From an optimization exercise on the open Yosys and OpenROAD flow, aimed at small area, a short achievable clock period and few clock cycles per item; shortcuts taken in it are not production practice.
The RTL was checked by simulation tests, not by an equivalence proof against the original design.
Power and IR drop assume default switching activity.

==> design/flow/config.mk <==
export PLATFORM = sky130hd
export DESIGN_NAME = weighted_space_saving_counters_core
export DESIGN_NICKNAME = weighted_space_saving_counters_core
export VERILOG_FILES = /design/flow/design.v
export SDC_FILE = /design/flow/constraint.sdc
export NUM_CORES = 4
export LEC_CHECK = 0
export CAP_MARGIN = 20
export CORE_MARGIN = 2
export CORE_UTILIZATION = 45
export PLACE_DENSITY = 0.6
export SLEW_MARGIN = 20
export SYNTH_MEMORY_MAX_BITS = 8192
==> design/flow/constraint.sdc <==
create_clock -name core_clock -period 10.0 [get_ports {aclk}]
set_input_delay 2.0000 -clock core_clock [delete_from_list [all_inputs] [get_ports {aclk}]]
set_output_delay 2.0000 -clock core_clock [all_outputs]
set_load 0.01 [all_outputs]
==> design/flow/design.v <==
package wssc_pkg;
    localparam int NUM_SLOTS = 64;
    localparam int SLOT_AW   = $clog2(NUM_SLOTS);
    localparam int KEY_W     = 32;
    localparam int COUNT_W   = 32;
    localparam int REM_W     = 16;
    localparam int STEP_W    = 16;
    localparam int WEIGHT_W  = 16;
    localparam int SUM_W     = 17;
    localparam int EST_W     = 48;
    localparam int ACTION_W  = 2;
    localparam int DIV_CW    = $clog2(SUM_W + 1);
    localparam logic [ACTION_W-1:0] ACT_UPDATE = 2'd0;
    localparam logic [ACTION_W-1:0] ACT_QUERY  = 2'd1;
    localparam logic [ACTION_W-1:0] ACT_CLEAR  = 2'd2;
    typedef struct packed {
        logic [KEY_W-1:0]   key;
        logic [COUNT_W-1:0] count;
        logic [REM_W-1:0]   rem;
    } slot_t;
    typedef struct packed {
        logic              start;
        logic [SUM_W-1:0]  dividend;
        logic [STEP_W-1:0] divisor;
    } div_req_t;
    typedef struct packed {
        logic             done;
        logic [SUM_W-1:0] quo;
        logic [REM_W-1:0] rem;
    } div_rsp_t;
endpackage
module wssc_divider (
    input  logic               aclk,
    input  logic               aresetn,
    input  wssc_pkg::div_req_t req,
    output wssc_pkg::div_rsp_t rsp
);
    logic [wssc_pkg::SUM_W-1:0]  quo_reg, quo_next;
    logic [wssc_pkg::REM_W-1:0]  rem_reg, rem_next;
    logic [wssc_pkg::STEP_W-1:0] dvs_reg;
    logic [wssc_pkg::DIV_CW-1:0] cnt_reg, cnt_next;
    logic                        busy_reg, busy_next;
    logic                        done_reg, done_next;
    logic [wssc_pkg::SUM_W-1:0]  trial;
    logic                        ge;
    always_comb begin
        trial    = {rem_reg, quo_reg[wssc_pkg::SUM_W-1]};
        ge       = trial >= {1'b0, dvs_reg};
        quo_next = {quo_reg[wssc_pkg::SUM_W-2:0], ge};
        rem_next = ge ? wssc_pkg::REM_W'(trial - {1'b0, dvs_reg})
                      : trial[wssc_pkg::REM_W-1:0];
        cnt_next  = cnt_reg - 1'b1;
        busy_next = busy_reg && (cnt_reg != wssc_pkg::DIV_CW'(1));
        done_next = busy_reg && (cnt_reg == wssc_pkg::DIV_CW'(1));
    end
    always_ff @(posedge aclk) begin
        if (!aresetn) begin
            busy_reg <= 1'b0;
            done_reg <= 1'b0;
            cnt_reg  <= '0;
        end else if (req.start) begin
            busy_reg <= 1'b1;
            done_reg <= 1'b0;
            cnt_reg  <= wssc_pkg::DIV_CW'(wssc_pkg::SUM_W);
        end else begin
            busy_reg <= busy_next;
            done_reg <= done_next;
            if (busy_reg) begin
                cnt_reg <= cnt_next;
            end
        end
    end
    always_ff @(posedge aclk) begin
        if (req.start) begin
            quo_reg <= req.dividend;
            rem_reg <= '0;
            dvs_reg <= req.divisor;
        end else if (busy_reg) begin
            quo_reg <= quo_next;
            rem_reg <= rem_next;
        end
    end
    assign rsp.done = done_reg;
    assign rsp.quo  = quo_reg;
    assign rsp.rem  = rem_reg;
endmodule
module wssc_slot_ram (
    input  logic                         aclk,
    input  logic                         we,
    input  logic [wssc_pkg::SLOT_AW-1:0] waddr,
    input  wssc_pkg::slot_t              wdata,
    input  logic [wssc_pkg::SLOT_AW-1:0] raddr,
    output wssc_pkg::slot_t              rdata
);
    logic [wssc_pkg::KEY_W+wssc_pkg::COUNT_W+wssc_pkg::REM_W-1:0] mem [0:wssc_pkg::NUM_SLOTS-1];
    always_ff @(posedge aclk) begin
        if (we) begin
            mem[waddr] <= wdata;
        end
        rdata <= mem[raddr];
    end
endmodule
module weighted_space_saving_counters_core (
    input  logic                                 aclk,
    input  logic                                 aresetn,
    input  logic                                 s_valid,
    output logic                                 s_ready,
    input  logic [wssc_pkg::ACTION_W-1:0]        s_action,
    input  logic [wssc_pkg::KEY_W-1:0]           s_key,
    input  logic [wssc_pkg::WEIGHT_W-1:0]        s_weight,
    output logic                                 m_valid,
    input  logic                                 m_ready,
    output logic [wssc_pkg::EST_W-1:0]           m_estimate,
    output logic                                 m_tracked,
    input  logic                                 cfg_we,
    input  logic [wssc_pkg::STEP_W-1:0]          cfg_wdata
);
    localparam logic [2:0] ST_IDLE   = 3'd0;
    localparam logic [2:0] ST_SCAN   = 3'd1;
    localparam logic [2:0] ST_DECIDE = 3'd2;
    localparam logic [2:0] ST_DIV    = 3'd3;
    localparam logic [2:0] ST_WR     = 3'd4;
    localparam logic [2:0] ST_MUL    = 3'd5;
    localparam logic [2:0] ST_OUT    = 3'd6;
    localparam int AW = wssc_pkg::SLOT_AW;
    logic [2:0]                     state_reg, state_next;
    logic [wssc_pkg::STEP_W-1:0]    step_reg;
    logic [wssc_pkg::STEP_W-1:0]    eff_step;
    logic [wssc_pkg::NUM_SLOTS-1:0] used_reg;
    logic [wssc_pkg::ACTION_W-1:0]  act_reg;
    logic [wssc_pkg::KEY_W-1:0]     key_reg;
    logic [wssc_pkg::WEIGHT_W-1:0]  wgt_reg;
    logic [AW:0]                    addr_reg;
    logic                           rd_vld_reg;
    logic [AW-1:0]                  rd_idx_reg;
    logic                           hit_reg;
    logic [AW-1:0]                  hit_idx_reg;
    logic [wssc_pkg::COUNT_W-1:0]   hit_cnt_reg;
    logic [wssc_pkg::REM_W-1:0]     hit_rem_reg;
    logic                           free_reg;
    logic [AW-1:0]                  free_idx_reg;
    logic [AW-1:0]                  min_idx_reg;
    logic [wssc_pkg::COUNT_W-1:0]   min_cnt_reg;
    logic [AW-1:0]                  tgt_idx_reg;
    logic [wssc_pkg::COUNT_W-1:0]   tgt_cnt_reg;
    logic [wssc_pkg::EST_W-1:0]     mul_reg;
    logic                           m_valid_reg;
    logic [wssc_pkg::EST_W-1:0]     m_est_reg;
    logic                           m_trk_reg;
    wssc_pkg::slot_t                rd_data;
    wssc_pkg::slot_t                wr_data;
    logic                           wr_en;
    wssc_pkg::div_req_t             div_req;
    wssc_pkg::div_rsp_t             div_rsp;
    logic                           accept;
    logic                           rd_used;
    logic [wssc_pkg::COUNT_W-1:0]   rd_cnt;
    logic [wssc_pkg::COUNT_W:0]     cnt_sum;
    logic                           out_free;
    logic [wssc_pkg::EST_W-1:0]     est_val;
    assign eff_step = (step_reg == '0) ? wssc_pkg::STEP_W'(1) : step_reg;
    assign s_ready  = (state_reg == ST_IDLE);
    assign accept   = s_valid && s_ready;
    assign out_free = !m_valid_reg || m_ready;
    assign rd_used = used_reg[rd_idx_reg];
    assign rd_cnt  = rd_used ? rd_data.count : '0;
    always_ff @(posedge aclk) begin
        if (!aresetn) begin
            step_reg <= wssc_pkg::STEP_W'(1);
        end else if (cfg_we) begin
            step_reg <= cfg_wdata;
        end
    end
    wssc_slot_ram u_ram (
        .aclk  (aclk),
        .we    (wr_en),
        .waddr (tgt_idx_reg),
        .wdata (wr_data),
        .raddr (addr_reg[AW-1:0]),
        .rdata (rd_data)
    );
    wssc_divider u_div (
        .aclk    (aclk),
        .aresetn (aresetn),
        .req     (div_req),
        .rsp     (div_rsp)
    );
    assign cnt_sum = {1'b0, tgt_cnt_reg}
                   + {{(wssc_pkg::COUNT_W + 1 - wssc_pkg::SUM_W){1'b0}}, div_rsp.quo};
    assign wr_en        = (state_reg == ST_WR);
    assign wr_data.key   = key_reg;
    assign wr_data.count = cnt_sum[wssc_pkg::COUNT_W] ? '1 : cnt_sum[wssc_pkg::COUNT_W-1:0];
    assign wr_data.rem   = div_rsp.rem;
    always_comb begin
        div_req.start    = (state_reg == ST_DECIDE) && (act_reg == wssc_pkg::ACT_UPDATE);
        div_req.divisor  = eff_step;
        if (hit_reg) begin
            div_req.dividend = {1'b0, wgt_reg} + {1'b0, hit_rem_reg};
        end else if (free_reg) begin
            div_req.dividend = {1'b0, wgt_reg};
        end else begin
            div_req.dividend = {1'b0, wgt_reg} + {1'b0, eff_step} - wssc_pkg::SUM_W'(1);
        end
    end
    always_comb begin
        if (hit_reg) begin
            est_val = mul_reg + {{(wssc_pkg::EST_W - wssc_pkg::REM_W){1'b0}}, hit_rem_reg};
        end else if ((&used_reg) && (min_cnt_reg != '0)) begin
            est_val = mul_reg - wssc_pkg::EST_W'(1);
        end else begin
            est_val = '0;
        end
    end
    always_comb begin
        state_next = state_reg;
        case (state_reg)
            ST_IDLE: begin
                if (accept && (s_action == wssc_pkg::ACT_UPDATE ||
                               s_action == wssc_pkg::ACT_QUERY)) begin
                    state_next = ST_SCAN;
                end
            end
            ST_SCAN: begin
                if (rd_vld_reg && rd_idx_reg == AW'(wssc_pkg::NUM_SLOTS - 1)) begin
                    state_next = ST_DECIDE;
                end
            end
            ST_DECIDE: begin
                state_next = (act_reg == wssc_pkg::ACT_UPDATE) ? ST_DIV : ST_MUL;
            end
            ST_DIV: begin
                if (div_rsp.done) begin
                    state_next = ST_WR;
                end
            end
            ST_WR:  state_next = ST_IDLE;
            ST_MUL: state_next = ST_OUT;
            ST_OUT: begin
                if (out_free) begin
                    state_next = ST_IDLE;
                end
            end
            default: state_next = ST_IDLE;
        endcase
    end
    always_ff @(posedge aclk) begin
        if (!aresetn) begin
            state_reg   <= ST_IDLE;
            used_reg    <= '0;
            rd_vld_reg  <= 1'b0;
            addr_reg    <= '0;
            m_valid_reg <= 1'b0;
        end else begin
            state_reg <= state_next;
            if (accept && s_action == wssc_pkg::ACT_CLEAR) begin
                used_reg <= '0;
            end
            if (accept) begin
                addr_reg <= '0;
            end else if (state_reg == ST_SCAN &&
                         addr_reg < (AW + 1)'(wssc_pkg::NUM_SLOTS)) begin
                addr_reg <= addr_reg + 1'b1;
            end
            rd_vld_reg <= (state_reg == ST_SCAN) &&
                          (addr_reg < (AW + 1)'(wssc_pkg::NUM_SLOTS));
            if (state_reg == ST_WR) begin
                used_reg[tgt_idx_reg] <= 1'b1;
            end
            if (state_reg == ST_OUT && out_free) begin
                m_valid_reg <= 1'b1;
            end else if (m_valid_reg && m_ready) begin
                m_valid_reg <= 1'b0;
            end
        end
    end
    always_ff @(posedge aclk) begin
        rd_idx_reg <= addr_reg[AW-1:0];
        if (accept) begin
            act_reg  <= s_action;
            key_reg  <= s_key;
            wgt_reg  <= s_weight;
            hit_reg  <= 1'b0;
            free_reg <= 1'b0;
        end
        if (state_reg == ST_SCAN && rd_vld_reg) begin
            if (rd_used && !hit_reg && rd_data.key == key_reg) begin
                hit_reg     <= 1'b1;
                hit_idx_reg <= rd_idx_reg;
                hit_cnt_reg <= rd_data.count;
                hit_rem_reg <= rd_data.rem;
            end
            if (!rd_used && !free_reg) begin
                free_reg     <= 1'b1;
                free_idx_reg <= rd_idx_reg;
            end
            if (rd_idx_reg == '0 || rd_cnt < min_cnt_reg) begin
                min_idx_reg <= rd_idx_reg;
                min_cnt_reg <= rd_cnt;
            end
        end
        if (state_reg == ST_DECIDE) begin
            if (hit_reg) begin
                tgt_idx_reg <= hit_idx_reg;
                tgt_cnt_reg <= hit_cnt_reg;
            end else if (free_reg) begin
                tgt_idx_reg <= free_idx_reg;
                tgt_cnt_reg <= '0;
            end else begin
                tgt_idx_reg <= min_idx_reg;
                tgt_cnt_reg <= min_cnt_reg;
            end
        end
        if (state_reg == ST_MUL) begin
            mul_reg <= (hit_reg ? hit_cnt_reg : min_cnt_reg) * eff_step;
        end
        if (state_reg == ST_OUT && out_free) begin
            m_est_reg <= est_val;
            m_trk_reg <= hit_reg;
        end
    end
    assign m_valid    = m_valid_reg;
    assign m_estimate = m_est_reg;
    assign m_tracked  = m_trk_reg;
endmodule
==> design/flow/run.sh <==
#!/bin/bash
# synth_recipe.tcl (not shown) runs the flow's synth.tcl, then flattens the netlist and writes it again
# the make line also repeats each setting of config.mk as NAME=value (left out here)
make -C /OpenROAD-flow-scripts/flow DESIGN_CONFIG=/design/flow/config.mk WORK_HOME=/design/flow/orfs CLKGATE_MAP_FILE= SYNTH_SCRIPT=/design/flow/synth_recipe.tcl finish
==> summary.txt <==
Outcome
  – Status: finished clean

Synthesis
  – Yosys top cell by area: edfxtp_1
  – EDFF count, synth: approximately 5400
  – Post-synthesis sequential area ratio: 0.713
  – Mapped Area: 235000 um^2
  – Number of synthesized register bits: 5639
  – Avg Cell Area, Syn: 20.5 um^2
  – Share of the synthesized area in the top cell type: 0.695
  – Unique masters post-synth: 85
  – Synth Warn #: 3
  – Async S/R FF share, synth: 0
  – Post-synth top flop: edfxtp_1
  – Net Count, Synth: approximately 12000
  – Post-Synthesis Cells: between 10000 and 15000
  – Largest cells by area after synthesis: edfxtp_1, mux4_2, fa_1

Critical path
  – Crit path required time: ~11 ns
  – CP max stage delay: about 0.85 ns
  – CP max FO: 36
  – Startpoint Class: register
  – Most used cell along the critical path: fa_1
  – Crit path cell chain: buf_4, nand2_1, a21boi_1, nor2_1, fa_1, inv_1, fa_1, inv_1, fa_1, fa_1, fa_1, inv_1, fa_1, inv_1, ha_1, nand3_1, nor2_1, and4_1, o21bai_1, and4bb_2, nor4b_1, or4_1, o311ai_0, xnor2_1
  – Worst Path Arrival: about 8.8 ns
  – CP endpoint kind: register
  – Critical-path top delay cell: a21boi_1
  – CP Class: reg2reg

Pwr
  – Clock Power Share: 0.324
  – Int Pwr: 47.4 mW
  – Pwr dens: approximately 250 nW/um^2
  – Sequential power share: 0.452
  – Share of power burned in combinational logic: 0.224
  – Net switching power: approximately 19 mW
  – VDD IR max: 0.310 mV
  – Total leakage power: between 80 and 90 nW
  – Switching share of power: 0.283

Layout
  – Area delta synth->final: 13.1%
  – Layout filler cell count: about 41000
  – Max FFs per register: about 5100
  – Commonest non-fill, non-tap cell in the layout: edfxtp_1
  – Most frequent cells in the layout: edfxtp_1, mux4_2, clkbuf_16
  – Final Non-Filler Cells: 19400
  – Post-layout instance area: around 270000 um^2
  – Nets: 12700
  – Share of layout cells above drive strength 1: 0.244

Route
  – Vias: around 120k
  – DRT iter0 DRCs: 17400
  – Pre-antenna DRT Iters: 6
  – Residual DRC: 0
  – DRT antenna net count: 0
  – Post-DR wirelength/cell: 35.8 um
  – Via/cell ratio: about 6.3
  – Routed WL: 694000 um

Floorplan
  – Core Footprint: 520000 um^2
  – Die area: 527000 um^2
  – Die span in y: between 700 and 800 um
  – I/O pin cnt: ~120
  – FP Rows: 265
  – Starting Density: 0.451
  – DIE WIDTH: 726 um

Timing
  – RSZ-0062 raised after global routing: no
  – F_max: 125 MHz
  – Fin Hold WS: 0.406 ns
  – Setup ws final: 2.00 ns
  – Skew final: 0.0780 ns
  – Minimum clock period: 8.00 ns
  – Final Hold Viols: 0
  – Final setup viols: 0
  – Slew @ Worst Pin: between 1 and 1.5 ns
  – Max Transition Viols Final: 0
  – Max_slew headroom: 0.159
  – Final period util: 0.800
  – Sum of negative setup slack: 0 ns

Global route
  – Number of global-route vias before repair: around 120k
  – First-pass GRT wire length: approximately 960000 um
  – Initial antenna violation count: 36
  – Total grt overflow: 0
  – Pin count of the biggest net entering global routing: 142
  – Global-route usage over all layers: 0.259

Clock tree
  – Total CTS buffers: just under 600
  – CTS resizes: 0
  – Worst skew pair latency: 1.09 ns
  – Clock sink count: around 5600
  – Postcts setup bufs: 0
  – Hold Buf Count CTS: 0
  – CTS clk-pin slew, worst paths: 0.06 ns
  – Clk root buf: clkbuf_16
  – CTS tree: built
  – Clk buf depth: 4
  – H-tree depth: 6

Placed design
  – Place WS: 1.98 ns
  – Cell Area, Placed: 247000 um^2
  – RePlAce Congestion: around 0.91
  – Dpl cells: approximately 18000
  – I/O Buffers: 121
  – DP Wirelength: 369000 um

Job
  – Max cap viols: 0

Hold path
  – Worst min path class: reg2reg
worst paths after layout:
path / start / to / slack [ns] / cells past startpoint
max reg2reg: hit_reg$_DFF_P_ / mul_reg[47]$_DFFE_PP_ / 2.00 / 24
min reg2reg: u_ram.rdata[10]$_DFF_P_ / hit_rem_reg[10]$_DFFE_PP_ / 0.41 / 0
min: u_ram.rdata[10]$_DFF_P_ / hit_rem_reg[10]$_DFFE_PP_ / 0.41 / 0
max: hit_reg$_DFF_P_ / mul_reg[47]$_DFFE_PP_ / 2.00 / 24
synthesized netlist by cell type (23+ instances only):
library cell	instances
edfxtp_1	5436
mux4_2	1697
inv_1	592
nand2_1	531
clkbuf_1	471
fa_1	423
nor2_1	280
ha_1	254
dfxtp_1	203
and2_1	164
o21ai_0	134
a21oi_1	118
xnor2_1	118
nor2b_1	111
xor2_1	106
buf_1	91
a21o_1	59
nand4_1	53
nor3_1	50
nand3_1	46
o22ai_1	44
a22oi_1	40
mux2i_1	40
nor4_1	38
nand2b_1	25
a32oi_1	24
and3_1	23
critical path, delay by kind of cell (launching register included):
kind / cells / cell delay [ns]
AOI/OAI and AO/OA: 3 / 1.11
and+or+nand+nor: 8 / 2.03
adders and majority gates: 7 / 3.41
buffers and inverters: 5 / 0.52
DFF: 1 / 0.47
xor gates and xnor gates: 1 / 0.16
final cells by class:
| type | count | area (um^2) | share of cell area |
|---|---|---|---|
| Tap cell | 6942 | 8690 | 0.0327 |
| Inverter | 600 | 2250 | 0.00849 |
| Clock buffer | 755 | 15900 | 0.0598 |
| Multi-Input combinational cell | 4642 | 63800 | 0.240 |
| Sequential cell | 5639 | 167000 | 0.630 |
| Timing Repair Buffer | 469 | 4690 | 0.0177 |
| Antenna cell | 28 | 70.1 | 0.000264 |
| Clock inverter | 306 | 2840 | 0.0107 |
per-layer routing:
metal  vias up  GRT usage  wire (um)
met3      1081     0.0444      67800
met5         -          0        241
li1      47200          -          -
met2      7042      0.405     325000
met4        14     0.0844      25100
met1     66200      0.374     277000
cells by family (layout without fill, tap and decap cells):
family | count (synthesis) | after routing | synth area share
compound gates | 601 | 601 | 0.0167
flops | 5639 | 5639 | 0.713
mux | 1746 | 1746 | 0.165
xor+xnor | 224 | 224 | 0.00836
buf+inv | 1174 | 2130 | 0.0189
fa+ha+maj | 677 | 677 | 0.0496
other cells | 0 | 28 | 0
simple gates | 1394 | 1394 | 0.0287
per-stage QoR:
step           utilization  power, mW
2_1_floorplan            -       40.4
3_3_place_gp         0.474       44.7
3_5_place_dp         0.474       45.1
4_1_cts              0.510       66.4
5_1_grt              0.510       68.7
6_report             0.510       66.1
power groups by stage:
| stage | Clock, mW | Combinational (mW) | Sequential, mW |
|---|---|---|---|
| floorplan | 0 | 9.90 | 30.5 |
| global placement | 0 | 14.4 | 30.3 |
| detailed placement | 0 | 14.8 | 30.4 |
| CTS | 21.7 | 14.8 | 29.9 |
| global route | 22.6 | 16.2 | 29.9 |
| finish | 21.4 | 14.8 | 29.9 |
Testbench counts, summed over its fixed seeds: cycles 330,000, items 4,000.

==> afterwards: timing with drivers on the ports <==
No port has a modelled driver above. Below, the same layout with a new extraction and two added sets of constraints.
Step 1, drivers: a clkbuf_16 drives aclk and a buf_2 each remaining input, both assumed.
Step 2 also shifts input and output timing later by t, the mid clock arrival at the registers, as if the neighbouring blocks saw the same clock.
Three values: ideal, step 1, step 2; two values: the first two.
shift t [ns]: 1.169
slack for setup (ns): 1.997 / 1.997 / 1.997
worst hold slack (ns): 0.406 / 0.406 / 0.406
slew at the worst register clock pin (ns): 0.07 / 0.07
After both steps setup and hold are still met in this run. The setup slack of this run moves by 0.000 ns with the drivers and by 0.000 ns with both steps.
